What follows belongs to an exercise in optimizing a design on an open flow for small area; a production flow would make more cautious choices. Only simulation tests tie the RTL to the original design; equivalence was not proved.

==> delta <==
==> flow/design.v <==
package mips_pkg;
    localparam int DATA_W   = 32;
    localparam int ADDR_W   = 5;
    localparam int NUM_REGS = 32;
    typedef logic [ADDR_W-1:0] reg_addr_t;
    typedef logic [DATA_W-1:0] word_t;
    localparam reg_addr_t REG_ZERO = 5'd0;
    localparam reg_addr_t REG_SP   = 5'd29;
    localparam reg_addr_t REG_RA   = 5'd31;
endpackage
module porta_leitura #(
    parameter int                DATA_W   = 32,
    parameter int                ADDR_W   = 5,
    parameter logic [DATA_W-1:0] RESET_SP = 32'h7FFF_EFFC
) (
    input  logic [2**ADDR_W-1:1][DATA_W-1:0] regs,
    input  logic [2**ADDR_W-1:1]             dirty,
    input  logic [ADDR_W-1:0]                rd_addr,
    output logic [DATA_W-1:0]                rd_data
);
    localparam int NREGS = 2**ADDR_W;
    logic [NREGS-1:1] sel_s;
    logic             sp_sel_s;
    always_comb begin
        for (int i = 1; i < NREGS; i++) begin
            sel_s[i] = (rd_addr == ADDR_W'(i)) && dirty[i];
        end
        sp_sel_s = (rd_addr == mips_pkg::REG_SP) && !dirty[mips_pkg::REG_SP];
    end
    selecao_e_ou #(.DATA_W(DATA_W), .NREGS(NREGS), .RESET_SP(RESET_SP)) u_sel (
        .regs    (regs),
        .sel     (sel_s),
        .sp_sel  (sp_sel_s),
        .rd_data (rd_data)
    );
endmodule
module selecao_e_ou #(
    parameter int                DATA_W   = 32,
    parameter int                NREGS    = 32,
    parameter logic [DATA_W-1:0] RESET_SP = 32'h7FFF_EFFC
) (
    input  logic [NREGS-1:1][DATA_W-1:0] regs,
    input  logic [NREGS-1:1]             sel,
    input  logic                         sp_sel,
    output logic [DATA_W-1:0]            rd_data
);
    always_comb begin
        rd_data = RESET_SP & {DATA_W{sp_sel}};
        for (int i = 1; i < NREGS; i++) begin
            rd_data = rd_data | (regs[i] & {DATA_W{sel[i]}});
        end
    end
endmodule
module banco_registradores #(
    parameter int                 DATA_W   = 32,
    parameter int                 ADDR_W   = 5,
    parameter logic [DATA_W-1:0]  RESET_SP = 32'h7FFF_EFFC
) (
    input  logic                 clk,
    input  logic                 rst_n,
    input  logic [ADDR_W-1:0]    rs_addr,
    input  logic [ADDR_W-1:0]    rt_addr,
    output logic [DATA_W-1:0]    rs_data,
    output logic [DATA_W-1:0]    rt_data,
    input  logic                 wr_en,
    input  logic [ADDR_W-1:0]    wr_addr,
    input  logic [DATA_W-1:0]    wr_data,
    output logic [2**ADDR_W-1:0] dirty
);
    localparam int NREGS = 2**ADDR_W;
    logic [NREGS-1:1][DATA_W-1:0] regs_r;
    logic [NREGS-1:1][DATA_W-1:0] regs_d;
    logic [NREGS-1:1]             dirty_r;
    logic [NREGS-1:1]             wr_sel_s;
    logic [NREGS-1:1]             wr_hold_s;
    always_comb begin
        for (int i = 1; i < NREGS; i++) begin
            wr_sel_s[i]  = wr_en && (wr_addr == ADDR_W'(i));
            wr_hold_s[i] = !wr_sel_s[i];
        end
    end
    for (genvar i = 1; i < NREGS; i++) begin : g_word
        for (genvar b = 0; b < DATA_W; b++) begin : g_bit
            sel_escrita u_sel (
                .wr_data (wr_data[b]),
                .q       (regs_r[i][b]),
                .wr_sel  (wr_sel_s[i]),
                .wr_hold (wr_hold_s[i]),
                .d       (regs_d[i][b])
            );
        end
    end
    always_ff @(posedge clk) begin
        regs_r <= regs_d;
    end
    always_ff @(posedge clk or negedge rst_n) begin
        if (!rst_n) begin
            dirty_r <= '0;
        end else begin
            dirty_r <= dirty_r | wr_sel_s;
        end
    end
    assign dirty = {dirty_r, 1'b0};
    porta_leitura #(.DATA_W(DATA_W), .ADDR_W(ADDR_W), .RESET_SP(RESET_SP)) u_porta_rs (
        .regs    (regs_r),
        .dirty   (dirty_r),
        .rd_addr (rs_addr),
        .rd_data (rs_data)
    );
    porta_leitura #(.DATA_W(DATA_W), .ADDR_W(ADDR_W), .RESET_SP(RESET_SP)) u_porta_rt (
        .regs    (regs_r),
        .dirty   (dirty_r),
        .rd_addr (rt_addr),
        .rd_data (rt_data)
    );
endmodule
module sel_escrita (
    input  logic wr_data,
    input  logic q,
    input  logic wr_sel,
    input  logic wr_hold,
    output logic d
);
    assign d = (wr_data & wr_sel) | (q & wr_hold);
endmodule
==> flow/run.sh <==
#!/bin/bash
# synth_recipe.tcl (not shown) runs the flow's synth.tcl, then flattens the netlist and writes it again
# the make line also repeats each setting of config.mk as NAME=value (left out here)
make -C /OpenROAD-flow-scripts/flow DESIGN_CONFIG=/design/flow/config.mk WORK_HOME=/design/flow/orfs CLKGATE_MAP_FILE= SYNTH_SCRIPT=/design/flow/synth_recipe.tcl finish
==> flow/config.mk <==
export PLATFORM = sky130hd
export DESIGN_NAME = banco_registradores
export DESIGN_NICKNAME = banco_registradores
export VERILOG_FILES = /design/flow/design.v
export SDC_FILE = /design/flow/constraint.sdc
export NUM_CORES = 4
export LEC_CHECK = 0
export CAP_MARGIN = 20
export CORE_MARGIN = 2
export CORE_UTILIZATION = 50
export SLEW_MARGIN = 20
export SYNTH_HIERARCHICAL = 1
==> flow/constraint.sdc <==
create_clock -name core_clock -period 5.5 [get_ports {clk}]
set_input_delay 1.1000 -clock core_clock [delete_from_list [all_inputs] [get_ports {clk}]]
set_output_delay 1.1000 -clock core_clock [all_outputs]
set_load 0.01 [all_outputs]
==> willow (differences from delta) <==
==> flow/design.v, changed modules only <==
module porta_leitura #(
    parameter int                DATA_W   = 32,
    parameter int                ADDR_W   = 5,
    parameter logic [DATA_W-1:0] RESET_SP = 32'h7FFF_EFFC
) (
    input  logic [2**ADDR_W-1:1][DATA_W-1:0] regs,
    input  logic [2**ADDR_W-1:1]             dirty,
    input  logic [ADDR_W-1:0]                rd_addr,
    output logic [DATA_W-1:0]                rd_data
);
    localparam int NREGS = 2**ADDR_W;
    logic [NREGS-1:1] sel_s;
    logic             sp_sel_n_s;
    always_comb begin
        for (int i = 1; i < NREGS; i++) begin
            sel_s[i] = (rd_addr == ADDR_W'(i)) && dirty[i];
        end
        sp_sel_n_s = !((rd_addr == mips_pkg::REG_SP) && !dirty[mips_pkg::REG_SP]);
    end
    for (genvar b = 0; b < DATA_W; b++) begin : g_bit
        logic [10:0] grp_n;
        logic [2:0]  part;
        for (genvar g = 0; g < 10; g++) begin : g_grp
            aoi222 u_aoi (
                .a1 (sel_s[3*g+1]), .b1 (regs[3*g+1][b]),
                .a2 (sel_s[3*g+2]), .b2 (regs[3*g+2][b]),
                .a3 (sel_s[3*g+3]), .b3 (regs[3*g+3][b]),
                .y  (grp_n[g])
            );
        end
        nand2 u_nand (.a (sel_s[31]), .b (regs[31][b]), .y (grp_n[10]));
        nand4 u_n0 (.a (grp_n[0]), .b (grp_n[1]), .c (grp_n[2]), .d (grp_n[3]), .y (part[0]));
        nand4 u_n1 (.a (grp_n[4]), .b (grp_n[5]), .c (grp_n[6]), .d (grp_n[7]), .y (part[1]));
        if (RESET_SP[b]) begin : g_sp
            nand4 u_n2 (.a (grp_n[8]), .b (grp_n[9]), .c (grp_n[10]), .d (sp_sel_n_s), .y (part[2]));
        end else begin : g_nosp
            nand3 u_n2 (.a (grp_n[8]), .b (grp_n[9]), .c (grp_n[10]), .y (part[2]));
        end
        or3   u_or (.a (part[0]), .b (part[1]), .c (part[2]), .y (rd_data[b]));
    end
endmodule
module aoi222 (
    input  logic a1, b1, a2, b2, a3, b3,
    output logic y
);
    assign y = !((a1 & b1) | (a2 & b2) | (a3 & b3));
endmodule
module nand2 (
    input  logic a, b,
    output logic y
);
    assign y = !(a & b);
endmodule
module nand3 (
    input  logic a, b, c,
    output logic y
);
    assign y = !(a & b & c);
endmodule
module nand4 (
    input  logic a, b, c, d,
    output logic y
);
    assign y = !(a & b & c & d);
endmodule
module or3 (
    input  logic a, b, c,
    output logic y
);
    assign y = a | b | c;
endmodule
// module selecao_e_ou removed
==> flow/flow/run.sh (new file) <==
#!/bin/bash
# Own layout flow: the standard ORFS flow (standard.sh), unchanged
# synthesis, with plain buffers on the ports and a clock tree of fewer,
# smaller buffers without dummy loads. make's output goes to flow_make.log;
# ORFS keeps each step's log under orfs/logs.
set -euo pipefail
export BUFFER_PORTS_ARGS="-buffer_cell sky130_fd_sc_hd__buf_2"
export CTS_ARGS="-sink_clustering_enable -repair_clock_nets -dont_use_dummy_load -buf_list {sky130_fd_sc_hd__clkbuf_8} -sink_clustering_size 20 -sink_clustering_max_diameter 50"
bash standard.sh finish > flow_make.log 2>&1
==> flow/standard.sh (new file) <==
#!/bin/bash
# synth_recipe.tcl (not shown) runs the flow's synth.tcl, then flattens the netlist and writes it again
# the make line also repeats each setting of config.mk as NAME=value (left out here)
make -C /OpenROAD-flow-scripts/flow DESIGN_CONFIG=/design/flow/config.mk WORK_HOME=/design/flow/orfs CLKGATE_MAP_FILE= SYNTH_SCRIPT=/design/flow/synth_recipe.tcl "${@:-finish}"
--- a/flow/config.mk
+++ b/flow/config.mk
@@ -7,6 +7,6 @@
 export LEC_CHECK = 0
-export CAP_MARGIN = 20
+export CAP_MARGIN = 15
 export CORE_MARGIN = 2
 export CORE_UTILIZATION = 50
-export SLEW_MARGIN = 20
+export SLEW_MARGIN = 15
 export SYNTH_HIERARCHICAL = 1
removed: flow/run.sh
==> harbor (differences from delta) <==
==> flow/design.v, changed modules only <==
module porta_leitura #(
    parameter int                DATA_W   = 32,
    parameter int                ADDR_W   = 5,
    parameter logic [DATA_W-1:0] RESET_SP = 32'h7FFF_EFFC
) (
    input  logic [2**ADDR_W-1:1][DATA_W-1:0] regs,
    input  logic [2**ADDR_W-1:1]             dirty,
    input  logic                             phase,
    input  logic [ADDR_W-1:0]                rd_addr,
    output logic [DATA_W-1:0]                rd_data
);
    localparam int NREGS = 2**ADDR_W;
    logic [NREGS-1:1] sel_s;
    logic             hit_s;
    logic [1:0]       fix_s;
    always_comb begin
        for (int i = 1; i < NREGS; i++) begin
            sel_s[i] = (rd_addr == ADDR_W'(i)) && dirty[i];
        end
        hit_s    = |sel_s;
        fix_s[0] = hit_s && phase;
        fix_s[1] = fix_s[0] || (rd_addr == mips_pkg::REG_SP && !dirty[mips_pkg::REG_SP]);
    end
    for (genvar b = 0; b < DATA_W; b++) begin : g_bit
        logic [10:0] grp_n;
        logic [2:0]  part;
        logic        sel_w;
        for (genvar g = 0; g < 10; g++) begin : g_grp
            aoi222 u_aoi (
                .a1 (sel_s[3*g+1]), .b1 (regs[3*g+1][b]),
                .a2 (sel_s[3*g+2]), .b2 (regs[3*g+2][b]),
                .a3 (sel_s[3*g+3]), .b3 (regs[3*g+3][b]),
                .y  (grp_n[g])
            );
        end
        nand2 u_nand (.a (sel_s[31]), .b (regs[31][b]), .y (grp_n[10]));
        nand4 u_n0 (.a (grp_n[0]), .b (grp_n[1]), .c (grp_n[2]), .d (grp_n[3]), .y (part[0]));
        nand4 u_n1 (.a (grp_n[4]), .b (grp_n[5]), .c (grp_n[6]), .d (grp_n[7]), .y (part[1]));
        nand3 u_n2 (.a (grp_n[8]), .b (grp_n[9]), .c (grp_n[10]), .y (part[2]));
        or3   u_or (.a (part[0]), .b (part[1]), .c (part[2]), .y (sel_w));
        xor2  u_x  (.a (sel_w), .b (fix_s[RESET_SP[b]]), .y (rd_data[b]));
    end
endmodule
module aoi222 (
    input  logic a1, b1, a2, b2, a3, b3,
    output logic y
);
    assign y = !((a1 & b1) | (a2 & b2) | (a3 & b3));
endmodule
module nand2 (
    input  logic a, b,
    output logic y
);
    assign y = !(a & b);
endmodule
module nand3 (
    input  logic a, b, c,
    output logic y
);
    assign y = !(a & b & c);
endmodule
module nand4 (
    input  logic a, b, c, d,
    output logic y
);
    assign y = !(a & b & c & d);
endmodule
module or3 (
    input  logic a, b, c,
    output logic y
);
    assign y = a | b | c;
endmodule
module xor2 (
    input  logic a, b,
    output logic y
);
    assign y = a ^ b;
endmodule
module banco_registradores #(
    parameter int                 DATA_W   = 32,
    parameter int                 ADDR_W   = 5,
    parameter logic [DATA_W-1:0]  RESET_SP = 32'h7FFF_EFFC
) (
    input  logic                 clk,
    input  logic                 rst_n,
    input  logic [ADDR_W-1:0]    rs_addr,
    input  logic [ADDR_W-1:0]    rt_addr,
    output logic [DATA_W-1:0]    rs_data,
    output logic [DATA_W-1:0]    rt_data,
    input  logic                 wr_en,
    input  logic [ADDR_W-1:0]    wr_addr,
    input  logic [DATA_W-1:0]    wr_data,
    output logic [2**ADDR_W-1:0] dirty
);
    localparam int NREGS = 2**ADDR_W;
    logic [NREGS-1:1][DATA_W-1:0] regs_r;
    logic [NREGS-1:1][DATA_W-1:0] regs_d;
    logic [NREGS-1:1]             dirty_r;
    logic [NREGS-1:1]             wr_sel_s;
    logic [NREGS-1:1]             wr_hold_s;
    logic                         phase_r;
    logic [DATA_W-1:0]            wr_enc_s;
    always_ff @(posedge clk or negedge rst_n) begin
        if (!rst_n) begin
            phase_r <= 1'b0;
        end else begin
            phase_r <= !phase_r;
        end
    end
    assign wr_enc_s = wr_data ^ {DATA_W{phase_r}};
    always_comb begin
        for (int i = 1; i < NREGS; i++) begin
            wr_sel_s[i]  = wr_en && (wr_addr == ADDR_W'(i));
            wr_hold_s[i] = !wr_sel_s[i];
        end
    end
    for (genvar i = 1; i < NREGS; i++) begin : g_word
        for (genvar b = 0; b < DATA_W; b++) begin : g_bit
            sel_escrita u_sel (
                .wr_enc  (wr_enc_s[b]),
                .q       (regs_r[i][b]),
                .wr_sel  (wr_sel_s[i]),
                .wr_hold (wr_hold_s[i]),
                .d       (regs_d[i][b])
            );
        end
    end
    always_ff @(posedge clk) begin
        regs_r <= regs_d;
    end
    always_ff @(posedge clk or negedge rst_n) begin
        if (!rst_n) begin
            dirty_r <= '0;
        end else begin
            dirty_r <= dirty_r | wr_sel_s;
        end
    end
    assign dirty = {dirty_r, 1'b0};
    porta_leitura #(.DATA_W(DATA_W), .ADDR_W(ADDR_W), .RESET_SP(RESET_SP)) u_porta_rs (
        .regs    (regs_r),
        .dirty   (dirty_r),
        .phase   (phase_r),
        .rd_addr (rs_addr),
        .rd_data (rs_data)
    );
    porta_leitura #(.DATA_W(DATA_W), .ADDR_W(ADDR_W), .RESET_SP(RESET_SP)) u_porta_rt (
        .regs    (regs_r),
        .dirty   (dirty_r),
        .phase   (phase_r),
        .rd_addr (rt_addr),
        .rd_data (rt_data)
    );
endmodule
module sel_escrita (
    input  logic wr_enc,
    input  logic q,
    input  logic wr_sel,
    input  logic wr_hold,
    output logic d
);
    assign d = !((q | wr_sel) & (wr_hold | wr_enc));
endmodule
// module selecao_e_ou removed
==> flow/flow/run.sh (new file) <==
#!/bin/bash
# Own layout flow: the standard ORFS flow (standard.sh), unchanged
# synthesis, with plain buffers on the ports and a clock tree of fewer,
# smaller buffers without dummy loads. make's output goes to flow_make.log;
# ORFS keeps each step's log under orfs/logs.
set -euo pipefail
export BUFFER_PORTS_ARGS="-buffer_cell sky130_fd_sc_hd__buf_2"
export CTS_ARGS="-sink_clustering_enable -repair_clock_nets -dont_use_dummy_load -buf_list {sky130_fd_sc_hd__clkbuf_8} -sink_clustering_size 16 -sink_clustering_max_diameter 60"
bash standard.sh finish > flow_make.log 2>&1
==> flow/standard.sh (new file) <==
#!/bin/bash
# synth_recipe.tcl (not shown) runs the flow's synth.tcl, then flattens the netlist and writes it again
# the make line also repeats each setting of config.mk as NAME=value (left out here)
make -C /OpenROAD-flow-scripts/flow DESIGN_CONFIG=/design/flow/config.mk WORK_HOME=/design/flow/orfs CLKGATE_MAP_FILE= SYNTH_SCRIPT=/design/flow/synth_recipe.tcl "${@:-finish}"
--- a/flow/config.mk
+++ b/flow/config.mk
@@ -7,6 +7,6 @@
 export LEC_CHECK = 0
-export CAP_MARGIN = 20
+export CAP_MARGIN = 10
 export CORE_MARGIN = 2
-export CORE_UTILIZATION = 50
-export SLEW_MARGIN = 20
+export CORE_UTILIZATION = 40
+export SLEW_MARGIN = 10
 export SYNTH_HIERARCHICAL = 1
removed: flow/run.sh
==> impl_metrics.prom <==
# TYPE chip_impl_metric gauge
chip_impl_metric{name="area_share_clock_buf_inv",unit="%"} 2.674
chip_impl_info{name="run_status",value="failed layout checks"} 1
chip_impl_info{name="critPathCapture",value="rt_data[22]"} 1
chip_impl_metric{name="max-cap-violations",unit=""} 1
chip_impl_metric{name="clock-sinks",unit=""} 1024
chip_impl_info{name="layout.failed_checks",value="max-capacitance violations"} 1
chip_impl_metric{name="pre_cts_ws",unit="ns"} 0.3825
chip_impl_metric{name="skew",unit="ns"} 0.08799
[end of results for harbor]
==> impl_metrics.prom <==
# TYPE chip_impl_metric gauge
chip_impl_info{name="run_status",value="failed layout checks"} 1
chip_impl_info{name="layout.failed_checks",value="negative setup slack"} 1
chip_impl_metric{name="clock-sinks",unit=""} 1023
chip_impl_metric{name="setup_slack",unit="ns"} -0.07161
chip_impl_metric{name="timing.final.setup_violations",unit=""} 5
chip_impl_metric{name="skew",unit="ns"} 0
[end of results for delta]
==> impl_metrics.prom <==
# TYPE chip_impl_metric gauge
chip_impl_metric{name="synth_enable_flop_cells",unit=""} 0
chip_impl_info{name="timing.critical_path.from_type",value="input port"} 1
chip_impl_info{name="critPathCapture",value="rs_data[10]"} 1
chip_impl_metric{name="antenna_found_initial",unit=""} 10
chip_impl_metric{name="worstPathArrival",unit="ns"} 4.04
chip_impl_info{name="run_status",value="timing/DRC/antenna clean"} 1
chip_impl_metric{name="pre_cts_ws",unit="ns"} 0.6493
chip_impl_metric{name="power_per_cell_area",unit="nW/um2"} 386.5
chip_impl_metric{name="dpl-instance-area",unit="um2"} 42040
chip_impl_metric{name="clock-sinks",unit=""} 1023
[end of results for willow]

## port drivers added, routing unchanged
No port has a modelled driver above. Below, the same layouts with a new extraction and two added sets of constraints. Step 1 sets driving cells, clkbuf_16 on the clock port and buf_2 on the other inputs (assumed; they add their load-dependent delay and slew). Step 2 also shifts input and output timing later by t, the mid clock arrival at the registers, as if the neighbouring blocks saw the same clock. a / b / c = ideal ports / drivers / drivers and shift; a / b = the first two.
run	t, ns	setup WS [ns]	pins driven straight from the clock port
delta	0.808	-0.072 / -0.107 / -0.107	1
willow	0.802	0.361 / 0.327 / 0.327	1
harbor	0.778	0.053 / -0.039 / -0.039	1
The setup slack of harbor, which loses most, moves by -0.092 ns with the drivers and by -0.092 ns with both steps.
